What follows belongs to an exercise in optimizing a design on an open flow for small area; a production flow would make more cautious choices. Where RTL was checked, it was by simulation tests only, not by an equivalence proof against the original. Power and IR drop assume default switching activity.

==> inputs of run R <==
Design servo_pwm_with_nibble_command_link_top, start of the top module:
module servo_pwm_with_nibble_command_link_top #(
    parameter int SERVO_COUNT = 3
) (
    input  logic                              clk,
    input  logic                              rst_n,
    input  logic                              in_valid,
    output logic                              in_stall,
    input  logic [spwm_pkg::NIB_W-1:0]        port_nibble,
    output logic                              out_valid,
    input  logic                              out_stall,
    output logic [spwm_pkg::PWM_W-1:0]        pwm_levels,
    output logic [spwm_pkg::CLAW_W-1:0]       claw_event,
    output logic                              frame_error,
    input  logic                              cfg_valid,
    output logic                              cfg_ready,
    input  logic [spwm_pkg::REG_IDX_W-1:0]    cfg_index,
    input  logic [spwm_pkg::CNT_W-1:0]        cfg_data
);
    function automatic logic ge16(input logic [15:0] x, input logic [15:0] y);
        logic c;
        c = 1'b1;
        for (int i = 0; i < 16; i++)
            c = (x[i] & ~y[i]) | ((x[i] | ~y[i]) & c);
        ge16 = c;
    endfunction
    function automatic logic ge9(input logic [8:0] x, input logic [8:0] y);
        logic c;
        c = 1'b1;
        for (int i = 0; i < 9; i++)
            c = (x[i] & ~y[i]) | ((x[i] | ~y[i]) & c);
        ge9 = c;
    endfunction
    function automatic logic ges10(input logic [9:0] x, input logic [9:0] y);
        logic c;
        logic [9:0] xs, ys;
        xs = {~x[9], x[8:0]};
        ys = {~y[9], y[8:0]};
        c = 1'b1;
        for (int i = 0; i < 10; i++)
            c = (xs[i] & ~ys[i]) | ((xs[i] | ~ys[i]) & c);
        ges10 = c;
    endfunction
    function automatic logic [3:0] div5_step(input logic [2:0] r, input logic b);
        logic q;
        logic [2:0] n;
        q    = r[2] | (r[1] & (r[0] | b));
        n[2] = (r[1] & ~r[0] & ~b) | (r[2] & b);
        n[1] = (~r[1] & r[0]) | (r[1] & r[0] & b) | (r[2] & ~b);
  ...
clock: 12.0 ns
lec_check: 0
abc_area: 1
cap_margin: 20
core_margin: 2
core_utilization: 40
cts_buf_list: sky130_fd_sc_hd__clkbuf_8
slew_margin: 20
standard.sh (not shown) runs the stock make flow with config.mk's settings and CLKGATE_MAP_FILE= SYNTH_SCRIPT=/design/flow/synth_recipe.tcl, a recipe that flattens the netlist after the stock synthesis.
==> flow/flow/run.sh <==
#!/bin/bash
set -euo pipefail
W=$(pwd)
RES=orfs/results/${FLOW_PLATFORM}/servo_pwm_with_nibble_command_link_top/base
export AREA_ABC_SCRIPT=$W/flow/abc_area.script

# reference: the standard synthesis, in a folder of its own
sed "s|WORK_HOME=[^ ]*|WORK_HOME=$W/ref|" standard.sh > ref_standard.sh
bash ref_standard.sh synth > synth_ref.log 2>&1

# the area synthesis and the rest of the layout
sed "s|SYNTH_SCRIPT=[^ ]*|SYNTH_SCRIPT=$W/flow/synth_area.tcl|" standard.sh > area_standard.sh
bash area_standard.sh synth > synth_area.log 2>&1

python3 flow/flops.py ref/results/${FLOW_PLATFORM}/servo_pwm_with_nibble_command_link_top/base/1_2_yosys.v > flops_ref.txt
python3 flow/flops.py $RES/1_2_yosys.v > flops_area.txt
if ! cmp -s flops_ref.txt flops_area.txt || [ ! -s flops_ref.txt ]; then
  echo "flip-flops differ from the standard synthesis; using the standard netlist" | tee fallback.txt
  rm -f $RES/1_synth.odb $RES/1_synth.sdc
  cp ref/results/${FLOW_PLATFORM}/servo_pwm_with_nibble_command_link_top/base/1_2_yosys.v $RES/1_2_yosys.v
  bash area_standard.sh synth > synth_fallback.log 2>&1
fi

bash area_standard.sh "BUFFER_PORTS_ARGS=-buffer_cell sky130_fd_sc_hd__buf_1" \
  "CTS_ARGS=-sink_clustering_enable -repair_clock_nets -buf_list sky130_fd_sc_hd__clkbuf_8 -dont_use_dummy_load" \
  finish > layout.log 2>&1
==> flow/flow/abc_area.script <==
strash
&get -n
&deepsyn -T 90
&put
strash
dch -f
map -a
strash
dch -f
amap
topo
==> flow/flow/flops.py <==
# Lists a netlist's flip-flops as "name celltype" (drive strength removed), sorted.
import re, sys
cells = []
for line in open(sys.argv[1]):
    m = re.match(r'\s*(sky130_fd_sc_hd__(?:df|edf|sdf|dl)\w*?)(?:_\d+)?\s+(\S+)\s*\(', line)
    if m:
        cells.append(f"{m.group(2)} {m.group(1)}")
print("\n".join(sorted(cells)))
==> flow/flow/synth_area.tcl <==
# The standard synthesis script (synth_recipe.tcl), with two changes: the final ABC
# technology mapping runs an area-oriented script (flow/abc_area.script) in place of
# ORFS's timing-driven one, and only full adders (not half adders) are extracted as adder
# cells. Registers and their names are untouched by these steps.
proc synth {args} { yosys synth -nofsm -noshare {*}$args }
proc abc {args} {
  set i [lsearch -exact $args -script]
  if { $i >= 0 } { lset args [expr {$i + 1}] $::env(AREA_ABC_SCRIPT) }
  yosys abc {*}$args
}
proc extract_fa {args} { yosys extract_fa -fa }
source $::env(SCRIPTS_DIR)/synth.tcl
# left out here: clear keep_hierarchy, flatten, clean up, hide names made inside functions, write 1_2_yosys.v
==> run C: changes against run R <==
--- a/flow/design.v
+++ b/flow/design.v
@@ -61,20 +61,20 @@
     output logic [spwm_pkg::CLAW_W-1:0]       claw_event,
     output logic                              frame_error,
     input  logic                              cfg_valid,
     output logic                              cfg_ready,
     input  logic [spwm_pkg::REG_IDX_W-1:0]    cfg_index,
     input  logic [spwm_pkg::CNT_W-1:0]        cfg_data
 );
-    function automatic logic ge16(input logic [15:0] x, input logic [15:0] y);
+    function automatic logic cmp16(input logic [15:0] x, input logic [15:0] yn, input logic ci);
         logic c;
-        c = 1'b1;
+        c = ci;
         for (int i = 0; i < 16; i++)
-            c = (x[i] & ~y[i]) | ((x[i] | ~y[i]) & c);
-        ge16 = c;
+            c = (x[i] & yn[i]) | ((x[i] | yn[i]) & c);
+        cmp16 = c;
     endfunction
     function automatic logic ge9(input logic [8:0] x, input logic [8:0] y);
         logic c;
         c = 1'b1;
         for (int i = 0; i < 9; i++)
             c = (x[i] & ~y[i]) | ((x[i] | ~y[i]) & c);
         ge9 = c;
@@ -99,25 +99,19 @@
         div5_step = {q, n};
     endfunction
     logic [15:0] period_top_reg, pulse_offset_reg, pulse_limit_reg;
     logic [15:0] quiet_low_reg, quiet_high_reg;
     logic [6:0]  deadband_reg;
     logic [6:0]  slew_step_reg;
     logic [3:0]  slew_interval_reg;
-    logic [15:0] period_top, pulse_offset, pulse_limit, quiet_low, quiet_high;
     logic [6:0]  deadband, slew_step;
     logic [3:0]  slew_interval;
-    assign period_top    = period_top_reg    ^ RST_PERIOD_TOP;
-    assign pulse_offset  = ~pulse_offset_reg;
-    assign pulse_limit   = pulse_limit_reg   ^ RST_PULSE_LIMIT;
     assign deadband      = deadband_reg      ^ RST_DEADBAND;
     assign slew_step     = slew_step_reg     ^ RST_SLEW_STEP;
     assign slew_interval = slew_interval_reg ^ RST_SLEW_INTERVAL;
-    assign quiet_low     = quiet_low_reg     ^ RST_QUIET_LOW;
-    assign quiet_high    = quiet_high_reg    ^ RST_QUIET_HIGH;
     logic [15:0] count_reg;
     logic [3:0]  div_reg;
     logic [7:0]  angle_reg  [3];
     logic [7:0]  target_reg [3];
     logic [2:0]  phase_reg;        
     logic [2:0]  pin_reg;
     logic        out_valid_reg, full_reg;
@@ -135,16 +129,16 @@
     logic [3:0]  div_next;
     assign take      = out_valid_reg & ~out_stall;
     assign accept    = in_valid & ~full_reg;
     assign in_stall  = full_reg;
     assign cfg_ready = 1'b1;
     assign strobe     = port_nibble[3] & port_nibble[2];
     assign full_n     = port_nibble[1] & port_nibble[0];
-    assign in_window  = ge16(count_reg, quiet_low) & ge16(quiet_high, count_reg);
-    assign period_end = ge16(count_reg, period_top);
+    assign in_window  = cmp16(count_reg, quiet_low_reg, 1'b1) & ~cmp16(count_reg, quiet_high_reg, 1'b0);
+    assign period_end = cmp16(count_reg, period_top_reg, 1'b1);
     assign cnt_zero   = ~|count_reg;
     assign act        = accept & ~in_window;
     assign clr        = accept & period_end;
     always_comb
     begin
         logic [3:0] d;
         d[0] = ~div_reg[0];
@@ -236,15 +230,15 @@
         r = quo[8] ? (r - 3'd5) : r;
         for (int i = 7; i >= 0; i--)
         begin
             s = div5_step(r, dif[i+1]);
             quo[i] = s[3];
             r = s[2:0];
         end
-        ge_lim = ge16(count_reg, pulse_limit);
+        ge_lim = cmp16(count_reg, pulse_limit_reg, 1'b1);
     end
     always_comb
     begin
         for (int i = 0; i < 3; i++)
         begin
             logic clr_pin;
             clr_pin = in_window & (ge_lim | (dif[16] & (dif_big | ge9(quo, {1'b0, angle_reg[i]}))));
@@ -354,34 +348,34 @@
             c = c & div_reg[j];
         end
     end
     always_ff @(posedge clk or negedge rst_n)
     begin
         if (!rst_n)
         begin
-            period_top_reg    <= '0;
+            period_top_reg    <= ~RST_PERIOD_TOP;
             pulse_offset_reg  <= ~RST_PULSE_OFFSET;
-            pulse_limit_reg   <= '0;
+            pulse_limit_reg   <= ~RST_PULSE_LIMIT;
             deadband_reg      <= '0;
             slew_step_reg     <= '0;
             slew_interval_reg <= '0;
-            quiet_low_reg     <= '0;
-            quiet_high_reg    <= '0;
+            quiet_low_reg     <= ~RST_QUIET_LOW;
+            quiet_high_reg    <= ~RST_QUIET_HIGH;
         end
         else if (cfg_valid)
         begin
             case (cfg_index)
-                3'd0: period_top_reg    <= cfg_data ^ RST_PERIOD_TOP;
+                3'd0: period_top_reg    <= ~cfg_data;
                 3'd1: pulse_offset_reg  <= ~cfg_data;
-                3'd2: pulse_limit_reg   <= cfg_data ^ RST_PULSE_LIMIT;
+                3'd2: pulse_limit_reg   <= ~cfg_data;
                 3'd3: deadband_reg      <= cfg_data[6:0] ^ RST_DEADBAND;
                 3'd4: slew_step_reg     <= cfg_data[6:0] ^ RST_SLEW_STEP;
                 3'd5: slew_interval_reg <= cfg_data[3:0] ^ RST_SLEW_INTERVAL;
-                3'd6: quiet_low_reg     <= cfg_data ^ RST_QUIET_LOW;
-                default: quiet_high_reg <= cfg_data ^ RST_QUIET_HIGH;
+                3'd6: quiet_low_reg     <= ~cfg_data;
+                default: quiet_high_reg <= ~cfg_data;
             endcase
         end
     end
     always_ff @(posedge clk or negedge rst_n)
     begin
         if (!rst_n)
         begin
Settings changed: CORE_UTILIZATION 40 to 65.
==> run B: changes against run R <==
--- a/flow/design.v
+++ b/flow/design.v
@@ -248,41 +248,32 @@
         begin
             logic clr_pin;
             clr_pin = in_window & (ge_lim | (dif[16] & (dif_big | ge9(quo, {1'b0, angle_reg[i]}))));
             pin_next[i] = accept ? ((cnt_zero | pin_reg[i]) & ~clr_pin) : pin_reg[i];
         end
     end
     logic [9:0] kst;      
-    logic [9:0] kmin;
     always_comb
     begin
         logic c;
-        logic [9:0] dp1;
         c = 1'b1;
         for (int j = 0; j < 10; j++)
         begin
             logic x, y;
             x = (j < 7) ? slew_step[j] : 1'b0;
             y = (j < 7) ? ~deadband[j] : 1'b1;
             kst[j] = x ^ y ^ c;
             c = (x & y) | ((x | y) & c);
         end
-        c = 1'b1;
-        for (int j = 0; j < 10; j++)
-        begin
-            dp1[j] = ((j < 7) ? deadband[j] : 1'b0) ^ c;
-            c = c & ((j < 7) ? deadband[j] : 1'b0);
-        end
-        kmin = ges10(kst, dp1) ? kst : dp1;
     end
     for (genvar i = 0; i < 3; i++)
     begin : g_servo
         logic [7:0] tn, tnb, r;
         logic [9:0] e;
-        logic       add, sub, bor;
+        logic       up, down, over, add, sub, bor;
         always_comb
         begin
             logic [7:0] t;
             logic       at_max, tz, en, dn, c;
             t      = target_reg[i];
             at_max = t[7] & t[5] & t[4] & t[2];
             tz     = ~|t;
@@ -309,21 +300,24 @@
                 c = (x & z) | ((x | z) & c);
             end
         end
         always_comb
         begin
             logic c;
             logic [9:0] dbx;
-            dbx = {3'b000, deadband};
+            dbx  = {3'b000, deadband};
+            up   = ~ges10(dbx, e);                
             c = 1'b0;
             for (int j = 0; j < 9; j++)
                 c = (e[j] & dbx[j]) | ((e[j] | dbx[j]) & c);
-            sub = do_slew & (e[9] ^ c);           
-            add = do_slew & ges10(e, kmin);       
+            down = e[9] ^ c;                      
+            over = ~ges10(e, kst);                
         end
+        assign add = do_slew & up & ~over;
+        assign sub = do_slew & ~up & down;
         always_comb
         begin
             logic c;
             logic [7:0] a, y;
             a = angle_reg[i];
             for (int j = 0; j < 8; j++)
                 y[j] = ((j < 7) ? (slew_step[j] & (add | sub)) : 1'b0) ^ sub;
--- a/flow/flow/run.sh
+++ b/flow/flow/run.sh
@@ -17,10 +17,8 @@
 if ! cmp -s flops_ref.txt flops_area.txt || [ ! -s flops_ref.txt ]; then
   echo "flip-flops differ from the standard synthesis; using the standard netlist" | tee fallback.txt
   rm -f $RES/1_synth.odb $RES/1_synth.sdc
   cp ref/results/${FLOW_PLATFORM}/servo_pwm_with_nibble_command_link_top/base/1_2_yosys.v $RES/1_2_yosys.v
   bash area_standard.sh synth > synth_fallback.log 2>&1
 fi
 
-bash area_standard.sh "BUFFER_PORTS_ARGS=-buffer_cell sky130_fd_sc_hd__buf_1" \
-  "CTS_ARGS=-sink_clustering_enable -repair_clock_nets -buf_list sky130_fd_sc_hd__clkbuf_8 -dont_use_dummy_load" \
-  finish > layout.log 2>&1
+bash area_standard.sh "BUFFER_PORTS_ARGS=-buffer_cell sky130_fd_sc_hd__buf_1" finish > layout.log 2>&1
Settings changed: CORE_UTILIZATION 40 to 65.
==> notes.md <==
* Status: no timing/DRC/antenna violations
* Final instance count without filler cells at 1,501
* Vias at 9,395
* Final WL at 28,000 um
* Largest stage delay on the critical path at 0.54 ns
* Switch Pwr at 1.87 mW
* Power Total at 3.72 mW
* Layout area overhead at 8.65%
* CP Depth at 51
* Library cells used by synthesis at 43
-- figures above: run B

==> notes.md <==
* Setup violations, final at 0
* Num tapcells at 216
* Fillcell total at 1,286
* Layout area overhead at 7.17%
* Vias at 9,043
* Final WL at 26,800 um
* NonClk Buf Share at 0.0204
* Status: no timing/DRC/antenna violations
* CP Depth at 47
* Power Total at 3.47 mW
* Final instance count without filler cells at 1,469
* Library cells used by synthesis at 46
-- figures above: run C

==> notes.md <==
* Status: no timing/DRC/antenna violations
* Final WL at 28,100 um
* Clock Power at 0.323 mW
* Library cells used by synthesis at 46
* Switch Pwr at 1.61 mW
* Largest stage delay on the critical path at 0.53 ns
* Power Total at 3.29 mW
* Final instance count without filler cells at 1,603
* Synth Area in Compound Gates at 0.255
* Sequential share of cell area at 0.391
* CP Depth at 51
-- figures above: run R

Function not checked in run B: the RTL went through the layout flow alone.

==> separate check: timing with driven ports <==
The results above use ideal ports. As a check the final layouts listed here were re-extracted and re-timed, cells and wires unchanged.
Step 1, drivers: a clkbuf_16 drives clk and a buf_2 each remaining input, both assumed.
Step 2 also shifts input and output timing later by t, the mid clock arrival at the registers, as if the neighbouring blocks saw the same clock.
a / b / c = ideal / step 1 / step 2; a / b = the first two.
run | t (ns) | setup WS [ns] | worst slew at a driven data input, ns
run R | 0.492 | 0.998 / 0.998 / 0.804 | 0.04
run C | 0.495 | 0.942 / 0.942 / 0.901 | 0.05
run B | 0.500 | 0.823 / 0.823 / 0.778 | 0.03
After both steps setup and hold are still met in every run listed. For run R, which loses most, drivers alone change the setup slack by 0.000 ns; drivers and shift together by -0.194 ns.
